Source: an optimization exercise on an open RTL-to-GDS flow (aim: small area, a short achievable clock period and few clock cycles per item). Production flows keep margins and buffers that such runs may drop.
No functional check of the RTL was part of any run shown here.
Power is estimated from default activity; no workload was simulated.

### flow/design.v
module factorial_core #(
    parameter int unsigned MAX_N = 20
) (
    input  logic             clk,
    input  logic             reset_n,
    input  logic             fifo_empty,
    input  logic [31:0]      fifo_dout,
    output logic             fifo_rd_en,
    output logic [63:0]      result,
    output logic             result_valid,
    input  logic             result_ready,
    output logic             overflow,
    output logic             busy
);
    logic        r_pend;     
    logic        r_v0;       
    logic        r_v1;       
    logic [4:0]  r_c0;       
    logic [4:0]  r_c1;       
    logic [4:0]  w_code;
    logic        w_hs;
    logic        w_rd;
    logic        w_rdok;
    logic        w_rdhs;
    logic [63:0] w_fact;
    assign w_code = fifo_dout[4:0] | {5{|fifo_dout[31:5]}};
    assign w_hs = r_v0 && result_ready;
    assign w_rdok = !r_v1 && !(r_v0 && r_pend);
    assign w_rdhs = r_v0 && (r_v1 != r_pend);
    assign w_rd   = !fifo_empty && (w_rdok || (w_rdhs && result_ready));
    logic w_l000;
    logic w_l001;
    logic w_l002;
    logic w_l003;
    logic w_l004;
    logic w_l005;
    logic w_l006;
    logic w_l007;
    logic w_l008;
    logic w_l009;
    logic w_l010;
    logic w_l011;
    logic w_l012;
    logic w_l013;
    logic w_l014;
    logic w_l015;
    logic w_l016;
    logic w_l017;
    logic w_l018;
    logic w_l019;
    logic w_l020;
    logic w_l021;
    logic w_l022;
    logic w_l023;
    logic w_l024;
    logic w_l025;
    logic w_l026;
    logic w_l027;
    logic w_l028;
    logic w_l029;
    logic w_l030;
    logic w_l031;
    logic w_l032;
    logic w_l033;
    logic w_l034;
    logic w_l035;
    logic w_l036;
    logic w_l037;
    logic w_l038;
    logic w_l039;
    logic w_l040;
    logic w_l041;
  wire [20:0] d;
    assign w_l014 = 4'h4 >> r_c0[4:3];
    assign w_l015 = 4'h4 >> { w_l014, r_c0[2] };
    assign w_fact[39] = 4'h8 >> { w_l015, r_c0[1] };
    assign w_fact[47] = 4'h4 >> { w_fact[39], r_c0[0] };
    assign w_l016 = 4'h1 >> r_c0[1:0];
    assign w_l017 = 4'h8 >> { w_l016, w_l014 };
    assign w_fact[54] = 4'h8 >> { w_l017, r_c0[2] };
    assign w_l018 = 4'h8 >> r_c0[1:0];
    assign w_fact[53] = 4'h8 >> { w_l018, w_l015 };
    assign w_fact[55] = 4'he >> { w_fact[53], w_fact[54] };
    assign w_l019 = 4'h2 >> r_c0[4:3];
    assign w_l020 = 4'h8 >> { w_l019, r_c0[2] };
    assign w_fact[13] = 4'h4 >> { w_l020, r_c0[0] };
    assign w_l021 = 4'h1 >> { w_l018, w_l016 };
    assign w_l022 = 4'h8 >> { w_l021, w_l015 };
    assign w_fact[27] = 4'he >> { w_l022, w_fact[13] };
    assign w_l023 = 4'h4 >> { w_fact[27], r_c0[1] };
    assign w_fact[23] = 4'he >> { w_l023, w_fact[55] };
    assign w_l024 = 4'h1 >> { w_l021, r_c0[2] };
    assign w_l025 = 4'h8 >> { w_l021, r_c0[2] };
    assign w_l026 = 4'h1 >> { w_l025, w_l024 };
    assign w_l027 = 4'h4 >> { w_l018, r_c0[2] };
    assign w_fact[11] = 4'h2 >> { w_l027, w_l019 };
    assign w_l028 = 4'h1 >> { w_l019, w_l015 };
    assign w_l029 = 4'h2 >> { w_l028, r_c0[1] };
    assign w_l030 = 4'h4 >> { w_l015, r_c0[1] };
    assign w_l031 = 4'h1 >> { w_l030, w_l017 };
    assign w_l032 = 4'h8 >> { w_l026, w_l019 };
    assign w_fact[18] = 4'hd >> { w_l032, w_l031 };
    assign w_l033 = 4'h4 >> { w_fact[18], r_c0[2] };
    assign w_fact[16] = 4'he >> { w_l033, w_l029 };
    assign w_l034 = 4'h2 >> { w_fact[16], w_fact[11] };
    assign w_l035 = 4'h4 >> { w_l019, r_c0[2] };
    assign w_l036 = 4'h8 >> { w_l035, r_c0[1] };
    assign w_fact[10] = 4'he >> { w_l036, w_l034 };
    assign w_l037 = 4'h8 >> { w_fact[10], r_c0[0] };
    assign w_l038 = 4'h8 >> { w_l020, r_c0[0] };
    assign w_fact[41] = 4'he >> { w_l017, w_l015 };
    assign w_l039 = 4'h1 >> { w_fact[41], w_l038 };
    assign w_fact[25] = 4'hb >> { w_l039, w_l037 };
    assign w_fact[37] = 4'h8 >> { w_fact[25], w_l026 };
    assign w_fact[46] = 4'h8 >> { w_fact[37], w_fact[23] };
    assign w_fact[42] = 4'he >> { w_fact[54], w_fact[47] };
    assign w_l040 = 4'h1 >> { w_l039, w_fact[10] };
    assign w_l041 = 4'h1 >> { w_l040, w_fact[27] };
    assign w_fact[26] = 4'h1 >> { w_l041, w_fact[42] };
    assign w_l000 = 4'h8 >> { w_fact[26], r_c0[1] };
    assign w_fact[36] = 4'he >> { w_l000, w_fact[46] };
    assign w_fact[45] = 4'he >> { w_fact[54], w_fact[39] };
    assign w_fact[17] = 4'h4 >> { w_l029, w_l027 };
    assign w_fact[20] = 4'he >> { w_fact[17], w_l017 };
    assign w_l001 = 4'h8 >> { w_fact[20], w_fact[27] };
    assign w_fact[34] = 4'hd >> { w_l001, w_l031 };
    assign w_l002 = 4'h4 >> r_c0[1:0];
    assign w_fact[33] = 4'h2 >> { w_l002, w_l015 };
    assign w_fact[32] = 4'h1 >> { w_l039, w_l026 };
    assign w_fact[31] = 4'he >> { w_fact[46], w_fact[47] };
    assign w_fact[44] = 4'h4 >> { w_l015, r_c0[0] };
    assign w_fact[29] = 4'he >> { w_l038, w_l030 };
    assign w_fact[30] = 4'he >> { w_fact[29], w_l001 };
    assign w_fact[24] = 4'h4 >> { w_fact[29], w_fact[27] };
    assign w_l003 = 4'h2 >> { w_l002, w_l020 };
    assign w_fact[28] = 4'he >> { w_l003, w_fact[24] };
    assign w_l004 = 4'h4 >> { w_fact[16], w_fact[53] };
    assign w_fact[22] = 4'h8 >> { w_l004, w_fact[25] };
    assign w_fact[21] = 4'he >> { w_fact[20], w_l037 };
    assign w_l005 = 4'h1 >> { w_fact[32], w_fact[27] };
    assign w_fact[19] = 4'h1 >> { w_l005, w_fact[44] };
    assign w_fact[15] = 4'h1 >> { w_l028, r_c0[1] };
    assign w_l006 = 4'h8 >> { w_l002, w_l035 };
    assign w_fact[14] = 4'he >> { w_l006, w_l003 };
    assign w_l007 = 4'h1 >> r_c0[4:3];
    assign w_fact[4] = 4'h8 >> { w_l007, r_c0[2] };
    assign w_l008 = 4'h8 >> { w_fact[4], r_c0[1] };
    assign w_l009 = 4'h4 >> { w_l035, r_c0[1] };
    assign w_fact[7] = 4'he >> { w_l009, w_l008 };
    assign w_l010 = 4'h1 >> { w_fact[7], w_l020 };
    assign w_l011 = 4'h1 >> { w_l010, w_l021 };
    assign w_fact[12] = 4'he >> { w_l011, w_l036 };
    assign w_fact[40] = 4'h4 >> { w_l040, w_fact[47] };
    assign w_fact[9] = 4'he >> { w_l008, w_l006 };
    assign w_l012 = 4'h8 >> { w_fact[4], w_l018 };
    assign w_fact[8] = 4'he >> { w_l012, w_l035 };
    assign w_fact[6] = 4'h8 >> { w_l007, w_l025 };
    assign w_fact[5] = 4'h8 >> { w_fact[4], r_c0[0] };
    assign w_fact[3] = 4'h4 >> { w_fact[4], r_c0[1] };
    assign w_fact[2] = 4'h8 >> { w_l007, w_l027 };
    assign w_l013 = 4'h4 >> { w_l007, r_c0[2] };
    assign w_fact[1] = 4'h8 >> { w_l013, r_c0[1] };
    assign w_fact[0] = 4'h4 >> { w_l013, r_c0[1] };
    assign { d[20:18], d[3] } = { w_fact[54:53], w_fact[47], w_fact[2] };
    assign { w_fact[63:56], w_fact[52:48], w_fact[43], w_fact[38], w_fact[35] } = { 2'h0, w_fact[54], 4'h0, w_fact[55], w_fact[39], 1'h0, w_fact[47], w_fact[42], w_fact[46], w_fact[39], w_fact[31], w_fact[31] };
    assign fifo_rd_en   = w_rd;
    assign result       = w_fact;
    assign overflow     = r_c0 > 5'(MAX_N);
    assign result_valid = r_v0;
    assign busy         = r_v0 || r_pend;
    logic w_v0;
    logic w_v1;
    always_comb begin
        if (r_v0) begin
            w_v0 = !w_hs || r_v1 || r_pend;
            w_v1 = w_hs ? (r_v1 && r_pend) : (r_v1 || r_pend);
        end else begin
            w_v0 = r_pend;
            w_v1 = 1'b0;
        end
    end
    always_ff @(posedge clk or negedge reset_n) begin
        if (!reset_n) begin
            r_pend <= 1'b0;
            r_v0   <= 1'b0;
            r_v1   <= 1'b1;
        end else begin
            r_pend <= w_rd;
            r_v0   <= w_v0;
            r_v1   <= w_v1;
        end
    end
    always_ff @(posedge clk) begin
        if (w_hs || !r_v0) r_c0 <= r_v1 ? r_c1 : w_code;
        if (w_hs || !r_v1) r_c1 <= w_code;
    end
endmodule
### flow/constraint.sdc
create_clock -name core_clock -period 10.0 [get_ports {clk}]
set_input_delay 2.0000 -clock core_clock [delete_from_list [all_inputs] [get_ports {clk}]]
set_output_delay 2.0000 -clock core_clock [all_outputs]
set_load 0.01 [all_outputs]
### flow/config.mk
export PLATFORM = sky130hd
export DESIGN_NAME = factorial_core
export DESIGN_NICKNAME = factorial_core
export VERILOG_FILES = /design/flow/design.v
export SDC_FILE = /design/flow/constraint.sdc
export NUM_CORES = 4
export LEC_CHECK = 0
export CAP_MARGIN = 20
export CORE_MARGIN = 2
export CORE_UTILIZATION = 40
export SLEW_MARGIN = 20
### flow/flow/run.sh
#!/bin/bash
# The standard ORFS layout, step by step, with the port buffers made of the
# smallest plain buffer (buffer_ports otherwise picks a delay cell) so repair
# can size them up where timing needs it. Each step's output goes to its own log.
set -euo pipefail
export BUFFER_PORTS_ARGS="-buffer_cell sky130_fd_sc_hd__buf_1"
for step in synth floorplan place cts route finish; do
  bash standard.sh "$step" > "log_$step.txt" 2>&1
done
### flow/standard.sh
#!/bin/bash
# synth_recipe.tcl (not shown) runs the flow's synth.tcl, then flattens the netlist and writes it again
# the make line also repeats each setting of config.mk as NAME=value (left out here)
make -C /OpenROAD-flow-scripts/flow DESIGN_CONFIG=/design/flow/config.mk WORK_HOME=/design/flow/orfs CLKGATE_MAP_FILE= SYNTH_SCRIPT=/design/flow/synth_recipe.tcl "${@:-finish}"
==> impl_metrics.toml, run 1 <==
[placed_design]
hpwl_um = 2710
dp_cells = 299
pre_cts_ws_ns = 5.46
io_buffers = 96
gp_congestion = 0.880

[clocking]
numClockSinks = 13
clockBufferDepth = 2
cts-htree-levels = 1
ctsResizeCount = 0
cts_hold_buf = 0
clkTransAtPathRegs_ns = 0.07
cts_buffers = 3
cts-root-buf = "clkbuf_4"
cts_setup_buffers = 0
cts_tree = "built"
clock_latency_ns = 0.27

[route]
antenna_left = 0
drt_iter0_markers = 54
vias_per_cell = 4.77
via_count = 1446
wire_per_inst_um = 10.6
finalWirelength_um = 3210
drcViolationCount = 0
drt-pass1-iter-count = 4

[worst_setup_path]
worstPathMaxFanout = 8
cp.required_ns = 8.00
critPathArrivalTime_ns = 2.64
r2r_end = "r_pend"
r2r_cells = 4
r2r_slack_ns = 8.57
rr_startpoint = "r_v1"
crit_type = "reg -> out"
critPathCaptureType = "output port"
start_kind = "register"

[pwr]
power_uw = 125
power.density_nw_per_um2 = 74.7
p_leak_nw = 0.732
vdd_drop_max_mv = 0.0589

[layout]
fin_nets = 300
instances_no_fill = 303
area_growth_pct = 23.9
diodes = 0
final_util_pct = 51.1
final_layout_size_suffix_gt1_share_pct = 7.00
fillers = 373

[hold_path]
hold_path_end = "r_c0[1]"
hp-start = "r_c1[1]"
hold_depth = 1
min-delay-path-class = "reg -> reg"

[sta]
fin_ws_ns = 5.36
finalCritPeriodShare_pct = 46.4
grt_setup_unrepaired = "no"
setup_violations = 0
max_freq_mhz = 216
finalMaxSlewViolations = 0
skew_ns = 0.00220
fin_crit_ns = 4.64
tns_ns = 0
hold_violations = 0
relSlewSlack_pct = 62.5
tightest_slew_ns = 0.562

[floorplan]
die_x_um = 62.2
start_util_pct = 41.3
dieArea_um2 = 3870
ios = 104
die_h_um = 62.2
rows = 21
core_um2 = 3280

[global_route]
gr-usage-met3_pct = 1.81
grt_pass1_wl_um = 5400
grt_util_met2_pct = 32.7
grt_busiest_layer = "met2"
use_met1_pct = 18.3
antenna_found_initial = 0
overflow = 0
grt_pass1_vias = 1283
grt_max_degree = 21
grt.total_usage_pct = 16.7

[outcome]
status = "timing/DRC/antenna clean"

[synth]
synth.most_common_cell = "nor2_1"
ys_types = 46
syn_avg_cell_area_um2 = 7.88
synth_seq_cells = 13
synth_seq_area_share_pct = 27.8
synth_commonest_cells = "nor2_1 (21), buf_4 (17), nand2_1 (16)"
synth_edf_count = 10
yosys.area.top_type_share_pct = 22.2
synth_cells = 172
synth_area_leaders = "edfxtp_1 (22%), buf_4 (9.4%), nor2_1 (5.8%), ha_1 (5.5%), nand2_1 (4.4%)"
synth-async-reset-ratio_pct = 23.1
synth_area_um2 = 1360
synth_top_cell_by_area = "edfxtp_1"
ys.flop_type = "edfxtp_1"
ys_warn_count = 1

[job]
cap_violations = 0
how the worst max path moves through the flow:
stage / startpoint / endpoint / slack (ns) / cells past startpoint
after global routing: r_c0[0] / result[36] / 5.17 / 8
after global placement: result_ready / fifo_rd_en / 5.47 / 4
after detailed placement: result_ready / fifo_rd_en / 5.46 / 4
after floorplan: r_c0[1] / result[35] / 5.74 / 9
final: r_c0[0] / result[22] / 5.36 / 8
after CTS: r_c0[0] / result[36] / 5.34 / 8
cell type report:
type | instances | area [um^2] | share of cell area, %
clock buffers | 3 | 22.5 | 1.34
clock inverters | 1 | 5.00 | 0.298
inverters | 13 | 48.8 | 2.91
multi-input cells | 131 | 808 | 48.1
flip-flops and latches | 13 | 377 | 22.4
well taps | 46 | 57.6 | 3.43
repair buffers | 96 | 360 | 21.5
metal layers:
metal / part of all wire [%] / vias to the layer above
li1: - / 747
met1: 41 / 634
met2: 52 / 61
met3: 6.1 / 4
met4: 0.94 / 0
met5: 0 / -
sequential cells by signal, summed over array words and instances, names as in the netlist:
register	cells
r_c1	5
r_v1	1
r_v0	1
r_c0	5
r_pend	1
metrics by stage:
stage	hold slack (ns)	cell area, um^2
floorplan	0.488	1380
global placement	0.527	1650
detailed placement	0.532	1650
CTS	0.551	1680
global route	0.581	1680
finish	0.550	1680
power by group:
group          switching, mW  leakage, nW  internal [mW]
registers            0.00482        0.109         0.0633
clock network         0.0163       0.0177         0.0148
logic                 0.0153        0.605         0.0108
placed cells by master (no fill, tap or decap), drive strengths merged:
cell	count
buf	96
nor2	21
nand2	16
inv	12
a21oi	10
edfxtp	10
o21ai	8
conb	7
ha	6
nor4	6
nand2b	5
nor3	5
or3	5
mux2	5
nor2b	4
and2	3
and3	3
clkbuf	3
o22ai	3
or2	3
a2bb2oi	2
o21a	2
a31oi	2
a21o	2
dfrtp	2
or3b	2
clkinv	2
nor4bb	1
a21boi	1
nor3b	1
o211ai	1
nand3b	1
nand4	1
nand3	1
and2b	1
o211a	1
o2bb2ai	1
xnor2	1
dfstp	1
critical path, cell delays in order, from the launching register on:
cell,delay [ns]
edfxtp_1,0.55
inv_1,0.19
ha_1,0.38
ha_1,0.37
nor2_1,0.08
o211a_1,0.23
or2_2,0.28
and3_1,0.16
buf_1,0.12
cell families (layout without fill, tap and decap cells):
logic type / Yosys count / after routing / share of synthesized area, %
buffers and inverters: 34 / 113 / 14.2
AO/OA/AOI/OAI: 33 / 33 / 15.4
other: 1 / 7 / 0.277
adder cells (fa/ha/maj): 6 / 6 / 5.54
AND/OR/NAND/NOR: 79 / 79 / 31.9
flip-flops: 13 / 13 / 27.8
multiplexers: 5 / 5 / 4.15
XOR/XNOR: 1 / 1 / 0.646
==> run 2, diff against run 1 <==
--- a/flow/config.mk
+++ b/flow/config.mk
@@ -6,4 +6,5 @@
 export NUM_CORES = 4
 export LEC_CHECK = 0
+export ABC_AREA = 1
 export CAP_MARGIN = 20
 export CORE_MARGIN = 2
==> run 2 against run 1 <==
Against the previous run: combinational power rose to 6.5 times the previous value; synthesized cell count rose by 8.1%; still clean; cell area fell by 7.2%; non-clock buffer count did not move; sequential share of layout area rose by 1.7 points; cell count rose by 1.3%; critical path depth rose by 5; register-to-register slack improved by 0.10 ns.
==> impl_metrics.toml, run 2 <==
[pwr]
power.density_nw_per_um2 = 190
power_uw = 296
vdd_drop_max_mv = 0.127
p_leak_nw = 0.705

[worst_setup_path]
worstPathMaxFanout = 13
start_kind = "register"
critPathTopFamily = "simple AND/OR/NAND/NOR gates"
r2r_slack_ns = 8.67
critPathArrivalTime_ns = 2.83
critPathCaptureType = "output port"
crit_type = "reg -> out"
path_cells = "inv_1 -> ha_1 -> ha_1 -> nand3b_1 -> nand3_1 -> nand2_1 -> nand3_1 -> nand2_1 -> nand2_1 -> nand2_2 -> nand3_2 -> nand2_1 -> buf_1"
path_buf_inv = 2
cp-startpoint = "r_c0[1]"
cp_common_cell = "nand2_1"
slowest_delay_ns = 0.63
cp.required_ns = 8.00
crit_slowest_cell = "edfxtp_1"
rr_startpoint = "r_v1"

[global_route]
grt_pass1_wl_um = 4710
antenna_found_initial = 0
grt.total_usage_pct = 16.8
grt_max_degree = 15
overflow = 0
grt_pass1_vias = 1175

[synth]
synth-async-reset-ratio_pct = 23.1
synth_seq_area_share_pct = 30.5
synth_area_um2 = 1230
synth_cells = 186
synth_area_leaders = "edfxtp_1 (24%), nand2_1 (11%), nor2_1 (11%), buf_4 (9.7%), inv_1 (8.5%)"
synth_top_cell_by_area = "edfxtp_1"
synth_top_family_by_area = "simple AND/OR/NAND/NOR gates"
yosys.area_share.simple_pct = 34.2
synth_commonest_cells = "nand2_1 (37), nor2_1 (37), inv_1 (28)"
synth_compound_area_share_pct = 9.43
yosys.area.top_type_share_pct = 24.3
synth-adder-area-share_pct = 6.09
ys.flop_type = "edfxtp_1"
ys_warn_count = 1
synth_xor_area_share_pct = 0
synth_edf_count = 10
synth_seq_cells = 13
syn_avg_cell_area_um2 = 6.63
muxShareOfSynthArea_pct = 0
ys_types = 26

[outcome]
status = "timing/DRC/antenna clean"

[clocking]
clock_latency_ns = 0.27
clkTransAtPathRegs_ns = 0.08
cts_tree = "built"
ctsResizeCount = 0
cts-htree-levels = 1
cts_hold_buf = 0
cts_setup_buffers = 0
cts-root-buf = "clkbuf_4"
clockBufferDepth = 2
numClockSinks = 13
cts_buffers = 3

[route]
wire_per_inst_um = 9.64
drcViolationCount = 0
drt-pass1-iter-count = 4
via_count = 1380
vias_per_cell = 4.50
drt_iter0_markers = 28
antenna_left = 0
finalWirelength_um = 2960

[hold_path]
hp-start = "r_c1[2]"
min-delay-path-class = "reg -> reg"

[placed_design]
hpwl_um = 2550
gp_congestion = 0.852
io_buffers = 96
dp_cells = 303

[layout]
fillers = 355
instances_no_fill = 307
fin_nets = 317
final_cell_mix = "buf_1 (96), nor2_1 (37), nand2_1 (37)"
area_growth_pct = 26.3
diodes = 0
largestRegisters = "r_c0 x5, r_c1 x5"
ff_latch_area_um2 = 377
final_layout_size_suffix_gt1_share_pct = 5.47
multi_input_area_um2 = 639
final_common_cell = "buf_1"

[sta]
finalMaxSlewViolations = 0
skew_ns = 0.000948
grt_setup_unrepaired = "no"
tns_ns = 0
setup_violations = 0
fin_crit_ns = 4.83
finalCritPeriodShare_pct = 48.3
max_freq_mhz = 207
hold_violations = 0

[floorplan]
dieArea_um2 = 3540
rows = 20
ios = 104
die_x_um = 59.5
start_util_pct = 41.1
die_h_um = 59.5
core_um2 = 3000

[job]
cap_violations = 0
-- run 2: changes by cell type after synthesis, moves of 4 or more --
cell | previous run | this run
a21oi_1 | 10 | 3
inv_1 | 11 | 28
mux2_2 | 5 | 0
nand2_1 | 16 | 37
nand2b_1 | 5 | 0
nand3_1 | 1 | 10
nor2_1 | 21 | 37
nor2b_1 | 4 | 0
nor3_1 | 5 | 1
o21ai_0 | 8 | 13
or3_1 | 5 | 0
-- run 2: routing by layer --
| metal | vias up | GRT usage, % | part of all wire [%] |
|---|---|---|---|
| met2 | 54 | 30.3 | 50 |
| met4 | 0 | 5.40 | 0.95 |
| li1 | 743 | - | - |
| met5 | - | 0 | 0 |
| met3 | 3 | 1.97 | 6.8 |
| met1 | 580 | 20.6 | 42 |
-- run 2: worst paths after layout --
| kind | depth (start not counted) | end |
|---|---|---|
| max | 13 | result[38] |
| min reg2reg | 2 | r_c0[2] |
| min | 2 | r_c0[2] |
| max in group asynchronous | 1 | r_v1 |
| min in group asynchronous | 1 | r_v0 |
| max reg2reg | 4 | r_pend |
-- run 2: metrics by stage --
step	instance area, um^2	worst slack [ns]	utilization [%]	hold slack (ns)
floorplan	1260	5.67	-	0.484
global placement	1530	5.45	51.0	0.504
detailed placement	1530	5.43	51.0	0.513
CTS	1560	5.15	51.9	0.532
global route	1560	4.88	51.9	0.554
finish	1560	5.17	51.9	0.533
-- run 2: cells by family after synthesis --
kind of cell,count (synthesis)
AOI/OAI and AO/OA,21
DFF,13
other,1
adders and majority gates,6
buffers and inverters,48
and+or+nand+nor,97
-- run 2: layout make-up --
class                           count  area share [%]
Timing Repair Buffer               96            23.1
Sequential cell                    13            24.2
Clock inverter                      1           0.321
Multi-Input combinational cell    131            41.0
Tap cell                           33            2.65
Inverter                           30            7.23
Clock buffer                        3            1.45
-- run 2: tightest hold or removal path, cell delays in order (launching register included) --
cell      delay, ns
edfxtp_1       0.33
nand2_1        0.05
o21ai_0        0.05
-- run 2: power by group --
group          internal [mW]  switching [mW]  total [mW]
clock                 0.0148          0.0169      0.0318
sequential            0.0748          0.0203      0.0950
combinational         0.0555           0.113       0.169
==> run 3, diff against run 2 <==
==> flow/flow/run.sh (replaced) <==
#!/bin/bash
set -euo pipefail
export BUFFER_PORTS_ARGS="-buffer_cell sky130_fd_sc_hd__buf_1"
export SETUP_SLACK_MARGIN=5.6
for step in synth floorplan place cts route finish; do
  bash standard.sh "$step" > "log_$step.txt" 2>&1
done
==> run 3 against run 2 <==
Against the previous run: wire length is 7.2% higher; setup slack better by 0.43 ns; die area stayed put; clock skew hardly changed; synthesized cell count stayed put; utilization is 4.1 points higher; synthesized area stayed put; largest cell class unchanged.
==> impl_metrics.toml, run 3 <==
[sta]
fin_crit_ns = 4.39
finalMaxSlewViolations = 0
hold_violations = 0
tns_ns = 0
max_freq_mhz = 228
setup_violations = 0
finalCritPeriodShare_pct = 43.9
grt_setup_unrepaired = "yes"
skew_ns = 0.00109

[worst_setup_path]
critPathArrivalTime_ns = 2.39
critPathCaptureType = "output port"
path_cells = "buf_8 -> nand3_4 -> a21oi_2 -> buf_2"
cp.required_ns = 8.00
crit_slowest_cell = "buf_2"
worstPathMaxFanout = 2
slowest_delay_ns = 0.14
crit_type = "in -> out"
start_kind = "input pin"

[synth]
ys.flop_type = "edfxtp_1"
ys_warn_count = 1
ys_types = 26
synth_area_um2 = 1230
synth_cells = 186
muxShareOfSynthArea_pct = 0
yosys.area.top_type_share_pct = 24.3
synth_compound_area_share_pct = 9.43
syn_avg_cell_area_um2 = 6.63
synth-adder-area-share_pct = 6.09
synth_edf_count = 10
synth_commonest_cells = "nand2_1 (37), nor2_1 (37), inv_1 (28)"
synth_top_cell_by_area = "edfxtp_1"
synth_seq_area_share_pct = 30.5
synth_xor_area_share_pct = 0
synth_seq_cells = 13
yosys.area_share.simple_pct = 34.2
synth_top_family_by_area = "simple AND/OR/NAND/NOR gates"
synth_area_leaders = "edfxtp_1 (24%), nand2_1 (11%), nor2_1 (11%), buf_4 (9.7%), inv_1 (8.5%)"
synth-async-reset-ratio_pct = 23.1

[layout]
final_common_cell = "buf_1"
fillers = 343
final_cell_mix = "buf_1 (89), nor2_1 (37), nand2_1 (35)"
area_growth_pct = 36.2
fin_nets = 323
largestRegisters = "r_c0 x5, r_c1 x5"
diodes = 0
fin_area_um2 = 1680
final_layout_size_suffix_gt1_share_pct = 12.9

[global_route]
overflow = 0
grt_pass1_vias = 1223
grt_max_degree = 15
grt_pass1_wl_um = 4880
antenna_found_initial = 0
grt.total_usage_pct = 17.4

[clocking]
numClockSinks = 13
clkTransAtPathRegs_ns = 0.08
cts-root-buf = "clkbuf_4"
clock_latency_ns = 0.27
cts_buffers = 3
cts_hold_buf = 0
clockBufferDepth = 2
cts-htree-levels = 1
cts_tree = "built"

[placed_design]
hpwl_um = 2550
io_buffers = 96
gp_congestion = 0.852
placed_cell_area_um2 = 1530

[job]
cap_violations = 0

[floorplan]
rows = 20
dieArea_um2 = 3540
die_x_um = 59.5
die_h_um = 59.5
ios = 104
start_util_pct = 41.1
core_um2 = 3000

[route]
drt_iter0_markers = 42
finalWirelength_um = 3170
drt-pass1-iter-count = 4
via_count = 1422
drcViolationCount = 0
wire_per_inst_um = 10.1
vias_per_cell = 4.54
antenna_left = 0

[pwr]
power_uw = 331
power.density_nw_per_um2 = 197
p_leak_nw = 0.759
vdd_drop_max_mv = 0.132

[hold_path]
min-delay-path-class = "reg -> reg"

[outcome]
status = "timing/DRC/antenna clean"
[run 3: logic make-up after synthesis]
| group | after synthesis |
|---|---|
| buffers and inverters | 48 |
| adder cells (fa/ha/maj) | 6 |
| other | 1 |
| AND/OR/NAND/NOR | 97 |
| AO/OA/AOI/OAI | 21 |
| flip-flops | 13 |
[run 3: path summary, 6_finish.rpt]
kind,startpoint,endpoint,slack [ns],cells past startpoint
hold reg to reg,r_c1[2],r_c0[2],0.53,2
setup reg to reg,r_v1,r_pend,8.64,4
min in group asynchronous,reset_n,r_v0,1.51,1
setup / recovery,result_ready,fifo_rd_en,5.61,4
hold / removal,r_c1[2],r_c0[2],0.53,2
max in group asynchronous,reset_n,r_v1,8.26,1
[run 3: through the flow]
step	util, %	setup slack (ns)	std cells	hold slack (ns)
final	56.0	5.61	313	0.533
after global routing	56.0	5.56	313	0.554
after CTS	53.8	5.61	310	0.532
after detailed placement	51.0	5.43	303	0.513
after global placement	51.0	5.45	303	0.504
after floorplan	-	5.67	192	0.484
[run 3: area by class of cell]
cell class | count | area (um^2) | area share (%)
timing repair buffer | 102 | 424 | 25.2
clock buffer | 3 | 22.5 | 1.34
tap | 33 | 41.3 | 2.46
multi-input combinational | 131 | 698 | 41.5
inverter | 30 | 113 | 6.70
sequential | 13 | 377 | 22.4
clock inverter | 1 | 5.00 | 0.298
[run 3: critical path: cells and delay by family]
| family | cells | cell delay [ns] |
|---|---|---|
| compound gates | 1 | 0.13 |
| buf+inv | 2 | 0.22 |
| simple gates | 1 | 0.05 |
[run 3: routing by layer]
metal	track usage (%)	wire length [um]
met4	6.03	37
met5	0	0
met3	2.18	215
met1	20.9	1290
met2	31.7	1630
[run 3: power breakdown]
part,switching [mW],internal (mW)
clock,0.0167,0.0148
sequential,0.0170,0.0747
combinational,0.131,0.0770
total,0.165,0.167
[run 3: what timing repair did]
item	4_1_cts	5_1_grt
buffers inserted	3	3
setup endpoints to repair	14	9
pin swaps	2	2
resized for setup	9	14
==> run 4, diff against run 3 <==
--- a/flow/design.v
+++ b/flow/design.v
@@ -24,5 +24,5 @@
     logic        w_rdhs;
     logic [63:0] w_fact;
-    assign w_code = fifo_dout[4:0] | {5{|fifo_dout[31:5]}};
+    assign w_code = {fifo_dout[4:3] | {2{|fifo_dout[31:5]}}, fifo_dout[2:0]};
     assign w_hs = r_v0 && result_ready;
     assign w_rdok = !r_v1 && !(r_v0 && r_pend);
==> flow/flow/run.sh (replaced) <==
#!/bin/bash
set -euo pipefail
export BUFFER_PORTS_ARGS="-buffer_cell sky130_fd_sc_hd__buf_1"
export SETUP_SLACK_MARGIN=5.6
export SKIP_REPAIR_TIE_FANOUT=1
for step in synth floorplan place cts route finish; do
  bash standard.sh "$step" > "log_$step.txt" 2>&1
done
==> run 4 against run 3 <==
Against the previous run: critical path depth did not move; wire length is 7.6% higher; first-iteration DRC count grew 50%; largest cell class unchanged; hold slack got worse by 0.014 ns; critical path type unchanged; clock skew rose by 0.0037 ns.
==> impl_metrics.toml, run 4 <==
[sta]
setup_violations = 0
tns_ns = 0
skew_ns = 0.00479
finalCritPeriodShare_pct = 44.5
grt_setup_unrepaired = "yes"
max_freq_mhz = 225
fin_crit_ns = 4.45
hold_violations = 0
fin_ws_ns = 5.55
finalMaxSlewViolations = 0

[synth]
synth.most_common_cell = "nand2_1"
synth_cells = 180
synth_area_leaders = "edfxtp_1 (25%), nand2_1 (14%), buf_4 (9.9%), nor2_1 (9.0%), inv_1 (7.7%)"
synth-async-reset-ratio_pct = 23.1
synth_edf_count = 10
synth_area_um2 = 1210
synth_seq_cells = 13
ys.flop_type = "edfxtp_1"
synth_commonest_cells = "nand2_1 (44), nor2_1 (29), inv_1 (25)"
ys_warn_count = 1
synth_seq_area_share_pct = 31.1
synth_top_cell_by_area = "edfxtp_1"
yosys.area.top_type_share_pct = 24.8
syn_avg_cell_area_um2 = 6.73
ys_types = 27

[worst_setup_path]
critPathArrivalTime_ns = 2.45
critPathCaptureType = "output port"
path_cells = "buf_8 -> nand3_4 -> a21oi_2 -> buf_2"
rr_startpoint = "r_v1"
r2r_cells = 7
crit_slowest_cell = "a21oi_2"
r2r_slack_ns = 8.26
r2r_end = "r_pend"
slowest_delay_ns = 0.17
worstPathMaxFanout = 2
start_kind = "input pin"
cp.required_ns = 8.00
crit_type = "in -> out"

[layout]
area_growth_pct = 36.1
largestRegisters = "r_c0 x5, r_c1 x5"
fin_area_um2 = 1650
final_cell_mix = "buf_1 (88), nand2_1 (43), nor2_1 (29)"
diodes = 0
final_common_cell = "buf_1"
instances_no_fill = 303
fin_nets = 315
final_layout_size_suffix_gt1_share_pct = 14.7

[route]
finalWirelength_um = 3410
wire_per_inst_um = 11.3
vias_per_cell = 4.75
via_count = 1439
drcViolationCount = 0
drt_iter0_markers = 63
drt-pass1-iter-count = 4
antenna_left = 0

[floorplan]
dieArea_um2 = 3480
rows = 19
ios = 104
core_um2 = 2810
die_x_um = 59.0
die_h_um = 59.0
start_util_pct = 43.2

[outcome]
status = "timing/DRC/antenna clean"

[placed_design]
gp_congestion = 0.818
pre_cts_ws_ns = 5.42
hpwl_um = 2670
io_buffers = 96
dp_cells = 289
placed_cell_area_um2 = 1480

[clocking]
numClockSinks = 13
cts-root-buf = "clkbuf_4"
cts_tree = "built"
cts-htree-levels = 1
cts_buffers = 3
clockBufferDepth = 2
clkTransAtPathRegs_ns = 0.07
clock_latency_ns = 0.27

[hold_path]
hold_depth = 2
hold_path_end = "r_c0[4]"
hp-start = "r_c1[4]"
min-delay-path-class = "reg -> reg"

[global_route]
grt_pass1_wl_um = 5220
grt_pass1_vias = 1250
grt.total_usage_pct = 18.8
grt_max_degree = 13
overflow = 0
antenna_found_initial = 0

[pwr]
power.density_nw_per_um2 = 229
p_leak_nw = 0.782
vdd_drop_max_mv = 0.132
power_uw = 377

[job]
cap_violations = 0
## run 4: timing repair
action,4_1_cts,5_1_grt
pin swaps,2,4
resized for setup,9,12
setup buffers,6,4
setup endpoints to repair,14,10
hold buffers,0,0
## run 4: stage by stage
stage                     hold slack (ns)  utilization [%]
final                               0.518             58.7
after global routing                0.537             58.7
after CTS                           0.521             56.6
after detailed placement            0.504             52.9
after global placement              0.503             52.9
after floorplan                     0.484                -
## run 4: worst max-delay path: cells and delay by family
family | cells | cell delay [ns]
buf+inv | 2 | 0.23
compound gates | 1 | 0.17
simple gates | 1 | 0.05
## run 4: cell families after synthesis
family	after synthesis	synth area share, %
other	1	0.310
DFF	13	31.1
and+or+nand+nor	99	36.0
adders and majority gates	6	6.20
buffers and inverters	45	18.9
AOI/OAI and AO/OA	16	7.54
## run 4: worst max path at each step
stage | from | to | slack, ns | depth (start not counted)
6_report | result_ready | fifo_rd_en | 5.55 | 4
5_1_grt | result_ready | fifo_rd_en | 5.52 | 4
4_1_cts | result_ready | fifo_rd_en | 5.60 | 4
3_5_place_dp | result_ready | fifo_rd_en | 5.42 | 4
3_3_place_gp | result_ready | fifo_rd_en | 5.43 | 4
2_1_floorplan | result_ready | fifo_rd_en | 5.67 | 2
## run 4: cell type report
| class | instances | area, um^2 |
|---|---|---|
| Fill cell | 287 | 1160 |
| Multi-Input combinational cell | 122 | 649 |
| Timing Repair Buffer | 106 | 455 |
| Sequential cell | 13 | 377 |
| Inverter | 27 | 101 |
| Tap cell | 31 | 38.8 |
| Clock buffer | 4 | 26.3 |
## run 4: metal layers
metal | vias to the layer above | global-route usage (%) | routed length [um] | part of all wire [%]
met2 | 61 | 34.8 | 1760 | 52
met5 | - | 0 | 0 | 0
met3 | 5 | 1.31 | 203 | 6.0
met1 | 629 | 23.1 | 1410 | 41
li1 | 744 | - | - | -
met4 | 0 | 6.17 | 36 | 1.1
## run 4: power by group
part           switching [mW]  leakage [nW]  internal (mW)
clock                  0.0157        0.0150         0.0155
sequential             0.0174         0.127         0.0780
combinational           0.157         0.639         0.0930
==> run 5, diff against run 4 <==
--- a/flow/design.v
+++ b/flow/design.v
@@ -27,5 +27,5 @@
     assign w_hs = r_v0 && result_ready;
     assign w_rdok = !r_v1 && !(r_v0 && r_pend);
-    assign w_rdhs = r_v0 && (r_v1 != r_pend);
+    assign w_rdhs = r_v0 && (r_v1 || r_pend);
     assign w_rd   = !fifo_empty && (w_rdok || (w_rdhs && result_ready));
     logic w_l000;
@@ -174,5 +174,5 @@
         if (r_v0) begin
             w_v0 = !w_hs || r_v1 || r_pend;
-            w_v1 = w_hs ? (r_v1 && r_pend) : (r_v1 || r_pend);
+            w_v1 = !w_hs && (r_v1 || r_pend);
         end else begin
             w_v0 = r_pend;
==> run 5 against run 4 <==
Against the previous run: still clean on timing, DRC and antenna; register-to-register slack gained 0.64 ns; combinational power shrank 59%; via count shrank 6.4%; hold slack gained 0.0011 ns; non-clock buffer count shrank 6; clock skew shrank 0.0029 ns; cell area shrank 1.8%; synthesized cell count shrank 2.2%; first-iteration DRC count shrank 44%; maximum frequency shrank 3.3%; global-route usage shrank 2.3 points; cell count shrank 2.6%; largest power group unchanged.
==> impl_metrics.toml, run 5 <==
[outcome]
status = "timing/DRC/antenna clean"

[synth]
synth_seq_area_share_pct = 30.1
synth_area_leaders = "edfxtp_1 (24%), nand2_1 (12%), buf_4 (9.6%), nor2_1 (8.1%), inv_1 (6.0%)"
yosys.area.top_type_share_pct = 24.0
ys.flop_type = "edfxtp_1"
ys_warn_count = 1
ys_types = 33
synth_seq_cells = 13
synth_area_um2 = 1250
syn_avg_cell_area_um2 = 7.10
synth.most_common_cell = "nand2_1"
synth_commonest_cells = "nand2_1 (40), nor2_1 (27), inv_1 (20)"
synth_edf_count = 10
synth_cells = 176
synth_top_cell_by_area = "edfxtp_1"
synth-async-reset-ratio_pct = 23.1

[global_route]
grt_pass1_wl_um = 4690
grt_pass1_vias = 1153
antenna_found_initial = 0
grt.total_usage_pct = 16.5
grt_max_degree = 13
overflow = 0

[route]
drt_iter0_markers = 35
via_count = 1347
finalWirelength_um = 3030
drcViolationCount = 0
drt-pass1-iter-count = 4
vias_per_cell = 4.57
wire_per_inst_um = 10.3
antenna_left = 0

[layout]
fin_nets = 303
final_common_cell = "buf_1"
largestRegisters = "r_c0 x5, r_c1 x5"
final_cell_mix = "buf_1 (93), nand2_1 (39), nor2_1 (26)"
fin_area_um2 = 1620
final_layout_size_suffix_gt1_share_pct = 17.2
area_growth_pct = 29.4
diodes = 0

[sta]
grt_setup_unrepaired = "yes"
setup_violations = 0
fin_crit_ns = 4.61
hold_violations = 0
tns_ns = 0
finalMaxSlewViolations = 0
finalCritPeriodShare_pct = 46.1
max_freq_mhz = 217
skew_ns = 0.00188

[clocking]
cts_hold_buf = 0
clock_latency_ns = 0.27
clockBufferDepth = 2
cts-htree-levels = 1
cts_tree = "built"
cts_buffers = 3
numClockSinks = 13
cts-root-buf = "clkbuf_4"
clkTransAtPathRegs_ns = 0.07

[pwr]
vdd_drop_max_mv = 0.0761
power.density_nw_per_um2 = 127
power_uw = 205
p_leak_nw = 0.735

[worst_setup_path]
slowest_delay_ns = 0.23
rr_startpoint = "r_v1"
worstPathMaxFanout = 3
critPathCaptureType = "output port"
cp.required_ns = 8.00
critPathArrivalTime_ns = 2.61
cp-startpoint = "result_ready"
crit_slowest_cell = "or2_4"
path_cells = "buf_6 -> or2_4 -> nor2_4 -> nor3b_4 -> buf_2"
start_kind = "input pin"
crit_type = "in -> out"

[job]
cap_violations = 0

[floorplan]
rows = 20
start_util_pct = 41.6
ios = 104
dieArea_um2 = 3590
die_h_um = 59.9
die_x_um = 59.9
core_um2 = 3000

[placed_design]
placed_cell_area_um2 = 1540
io_buffers = 96
gp_congestion = 0.894
hpwl_um = 2610

[hold_path]
hp-start = "r_c1[4]"
min-delay-path-class = "reg -> reg"
[run 5: layout make-up]
class | instances | area [um^2]
fill | 320 | 1390
multi-input combinational | 118 | 671
timing repair buffer | 100 | 400
sequential | 13 | 377
inverter | 27 | 101
tap | 33 | 41.3
clock buffer | 3 | 22.5
clock inverter | 1 | 5.00
[run 5: path summary, 6_finish.rpt]
path,to,slack (ns),cells after the start
worst max-delay path,fifo_rd_en,5.39,5
worst min-delay path,r_c0[4],0.52,2
worst max register to register,r_c0[3],8.90,3
worst min register to register,r_c0[4],0.52,2
max in group asynchronous,r_v1,8.24,1
min in group asynchronous,r_pend,1.53,1
[run 5: routing by layer]
metal | wire (um) | vias up | track usage (%)
met5 | 0 | - | 0
met4 | 29 | 0 | 4.76
met3 | 177 | 2 | 1.30
met2 | 1520 | 52 | 31.5
met1 | 1310 | 579 | 19.4
li1 | - | 714 | -
[run 5: critical path, delay by kind of cell]
kind	cells	cell delay, ns
simple gates	3	0.38
buf+inv	2	0.22
[run 5: cell families (layout without fill, tap and decap cells)]
group	Yosys count	in the layout	synth area share [%]
and+or+nand+nor	100	100	39.2
buffers and inverters	45	131	19.1
AOI/OAI and AO/OA	13	13	7.21
DFF	13	13	30.1
adders and majority gates	4	4	4.00
other	1	1	0.300
[run 5: repair_timing]
action / CTS / global route
cloned: 0 / 0
gates resized for setup: 4 / 3
endpoints found under the hold margin: 0 / 0
setup endpoints to repair: 15 / 7
pin swaps: 1 / 0
buffers inserted: 4 / 0
[run 5: power by group]
part	leakage [nW]	total (mW)	switching (mW)	internal (mW)
registers	0.128	0.0724	0.00603	0.0663
logic	0.590	0.102	0.0652	0.0366
clock network	0.0177	0.0306	0.0158	0.0148
total	0.735	0.205	0.0870	0.118
[run 5: metrics by stage]
step	utilization [%]	setup WS [ns]	instances	hold slack, ns
2_1_floorplan	-	5.57	176	0.494
3_3_place_gp	51.2	5.31	287	0.512
3_5_place_dp	51.2	5.31	287	0.506
4_1_cts	53.8	5.39	295	0.524
5_1_grt	53.9	5.38	295	0.553
6_report	53.9	5.39	295	0.519
==> run 6, diff against run 5 <==
--- a/flow/config.mk
+++ b/flow/config.mk
@@ -10,3 +10,5 @@
 export CORE_MARGIN = 2
 export CORE_UTILIZATION = 40
+export CTS_CLUSTER_DIAMETER = 300
+export CTS_CLUSTER_SIZE = 30
 export SLEW_MARGIN = 20
==> run 6 against run 5 <==
Against the previous run: setup slack is the same; sequential power is essentially flat; total power is the same; synthesized area is the same; hold slack is the same; die area is the same; wire length is the same; largest cell class unchanged.
==> impl_metrics.toml, run 6 <==
[route]
antenna_left = 0
vias_per_cell = 4.57
drt-pass1-iter-count = 4
drcViolationCount = 0
finalWirelength_um = 3030
drt_iter0_markers = 35
wire_per_inst_um = 10.3
via_count = 1347

[synth]
synth_edf_count = 10
synth_top_family_by_area = "simple AND/OR/NAND/NOR gates"
synth_xor_area_share_pct = 0
ys_types = 33
synth_area_um2 = 1250
muxShareOfSynthArea_pct = 0
synth_commonest_cells = "nand2_1 (40), nor2_1 (27), inv_1 (20)"
ys.flop_type = "edfxtp_1"
synth_seq_area_share_pct = 30.1
ys_warn_count = 1
yosys.area.top_type_share_pct = 24.0
synth_seq_cells = 13
synth-async-reset-ratio_pct = 23.1
synth_cells = 176
synth.most_common_cell = "nand2_1"
synth_compound_area_share_pct = 7.21
syn_avg_cell_area_um2 = 7.10
synth_area_leaders = "edfxtp_1 (24%), nand2_1 (12%), buf_4 (9.6%), nor2_1 (8.1%), inv_1 (6.0%)"
synth_top_cell_by_area = "edfxtp_1"
synth-adder-area-share_pct = 4.00
yosys.area_share.simple_pct = 39.2

[sta]
finalMaxSlewViolations = 0
skew_ns = 0.00188
fin_crit_ns = 4.61
setup_violations = 0
hold_violations = 0
tns_ns = 0
max_freq_mhz = 217
finalCritPeriodShare_pct = 46.1
grt_setup_unrepaired = "yes"
fin_ws_ns = 5.39

[floorplan]
rows = 20
core_um2 = 3000
dieArea_um2 = 3590
die_h_um = 59.9
ios = 104
start_util_pct = 41.6
die_x_um = 59.9

[job]
cap_violations = 0

[clocking]
clkTransAtPathRegs_ns = 0.07
numClockSinks = 13
clock_latency_ns = 0.27
cts_tree = "built"
cts_buffers = 3
clockBufferDepth = 2
cts-htree-levels = 1
cts_hold_buf = 0
cts-root-buf = "clkbuf_4"

[worst_setup_path]
crit_type = "in -> out"
path_buf_inv = 2
slowest_delay_ns = 0.23
worstPathMaxFanout = 3
critPathCaptureType = "output port"
cp.required_ns = 8.00
r2r_slack_ns = 8.90
crit_end = "fifo_rd_en"
start_kind = "input pin"
critPathArrivalTime_ns = 2.61
cp-startpoint = "result_ready"
rr_startpoint = "r_v1"
cp_num_cells = 5
path_cells = "buf_6 -> or2_4 -> nor2_4 -> nor3b_4 -> buf_2"
critPathTopFamily = "simple AND/OR/NAND/NOR gates"
crit_slowest_cell = "or2_4"
r2r_end = "r_c0[3]"
r2r_cells = 3

[pwr]
power_uw = 205
power.density_nw_per_um2 = 127
vdd_drop_max_mv = 0.0761
p_leak_nw = 0.735

[global_route]
antenna_found_initial = 0
grt_pass1_vias = 1153
grt_busiest_layer = "met2"
grt_max_degree = 13
grt.total_usage_pct = 16.5
grt_util_met2_pct = 31.5
grt_pass1_wl_um = 4690
gr-usage-met3_pct = 1.30
overflow = 0
use_met1_pct = 19.4

[layout]
diodes = 0
final_layout_size_suffix_gt1_share_pct = 17.2
area_growth_pct = 29.4
fillers = 320
final_cell_mix = "buf_1 (93), nand2_1 (39), nor2_1 (26)"
instances_no_fill = 295
fin_nets = 303
final_common_cell = "buf_1"
largestRegisters = "r_c0 x5, r_c1 x5"

[placed_design]
hpwl_um = 2610
pre_cts_ws_ns = 5.31
gp_congestion = 0.894
io_buffers = 96
dp_cells = 287

[outcome]
status = "timing/DRC/antenna clean"

[hold_path]
min-delay-path-class = "reg -> reg"
-- run 6: cell counts in the layout (fill, tap and decap cells not counted) --
Identical to the previous run, type by type.
-- run 6: what timing repair did --
action	in CTS	in global routing
setup buffers	4	0
gates resized for setup	4	3
pin swaps	1	0
setup endpoints to repair	15	7
-- run 6: worst reg2reg max path, stage by stage, from the launching register on --
cell and delay (ns):
dfstp_2 0.62, inv_1 0.12, nand2_1 0.08, nand2_1 0.05
-- run 6: how the worst min path moves through the flow --
stage                 start  cells after the start       to
floorplan            r_pend                      2     r_v1
global placement    r_c1[2]                      2  r_c0[2]
detailed placement  r_c1[4]                      2  r_c0[4]
CTS                 r_c1[4]                      2  r_c0[4]
global route        r_c1[2]                      2  r_c0[2]
finish              r_c1[4]                      2  r_c0[4]
-- run 6: power by group --
part	leakage [nW]	total, mW	internal, mW	switching (mW)
Combinational	0.590	0.102	0.0366	0.0652
Sequential	0.128	0.0724	0.0663	0.00603
Clock	0.0177	0.0306	0.0148	0.0158
-- run 6: through the flow --
step,cell area [um^2],util [%],hold slack (ns)
2_1_floorplan,1270,-,0.494
3_3_place_gp,1540,51.2,0.512
3_5_place_dp,1540,51.2,0.506
4_1_cts,1620,53.8,0.524
5_1_grt,1620,53.9,0.553
6_report,1620,53.9,0.519
-- run 6: logic make-up after synthesis --
logic type / count (synthesis)
AOI/OAI and AO/OA: 13
adders and majority gates: 4
DFF: 13
and+or+nand+nor: 100
other: 1
buffers and inverters: 45
-- run 6: area by class of cell --
type                            count  area (um^2)  area share, %
Clock inverter                      1         5.00          0.309
Multi-Input combinational cell    118          671           41.5
Clock buffer                        3         22.5           1.39
Sequential cell                    13          377           23.3
Tap cell                           33         41.3           2.55
Timing Repair Buffer              100          400           24.7
Inverter                           27          101           6.26
-- run 6: routing by layer --
layer	vias to the layer above	share of wire [%]
li1	714	-
met1	579	43
met2	52	50
met3	2	5.8
met4	0	0.96
met5	-	0

## re-timing with driven ports
No port has a modelled driver above. Below, the same layouts with a new extraction and two added sets of constraints.
Step 1 (the two cells are an assumption about what drives the block):
set clk [get_ports {clk}]
set_driving_cell -lib_cell sky130_fd_sc_hd__clkbuf_16 $clk
set_driving_cell -lib_cell sky130_fd_sc_hd__buf_2 [delete_from_list [all_inputs] $clk]
Step 2 also shifts input and output timing later by t, the mid clock arrival at the registers, as if the neighbouring blocks saw the same clock.
Three values: no drivers, after step 1, after step 2; two values: the first two.
run	shift t [ns]	setup slack, ns	worst setup path after step 2
run 1	0.286	5.364 / 5.346 / 5.435	input to output
run 2	0.288	5.175 / 5.159 / 5.415	input to output
run 3	0.289	5.605 / 5.553 / 5.553	input to output
run 4	0.286	5.546 / 5.494 / 5.494	input to output
run 5	0.280	5.393 / 5.357 / 5.357	input to output
run 6	0.280	5.393 / 5.357 / 5.357	input to output
After both steps setup and hold are still met in every run listed.
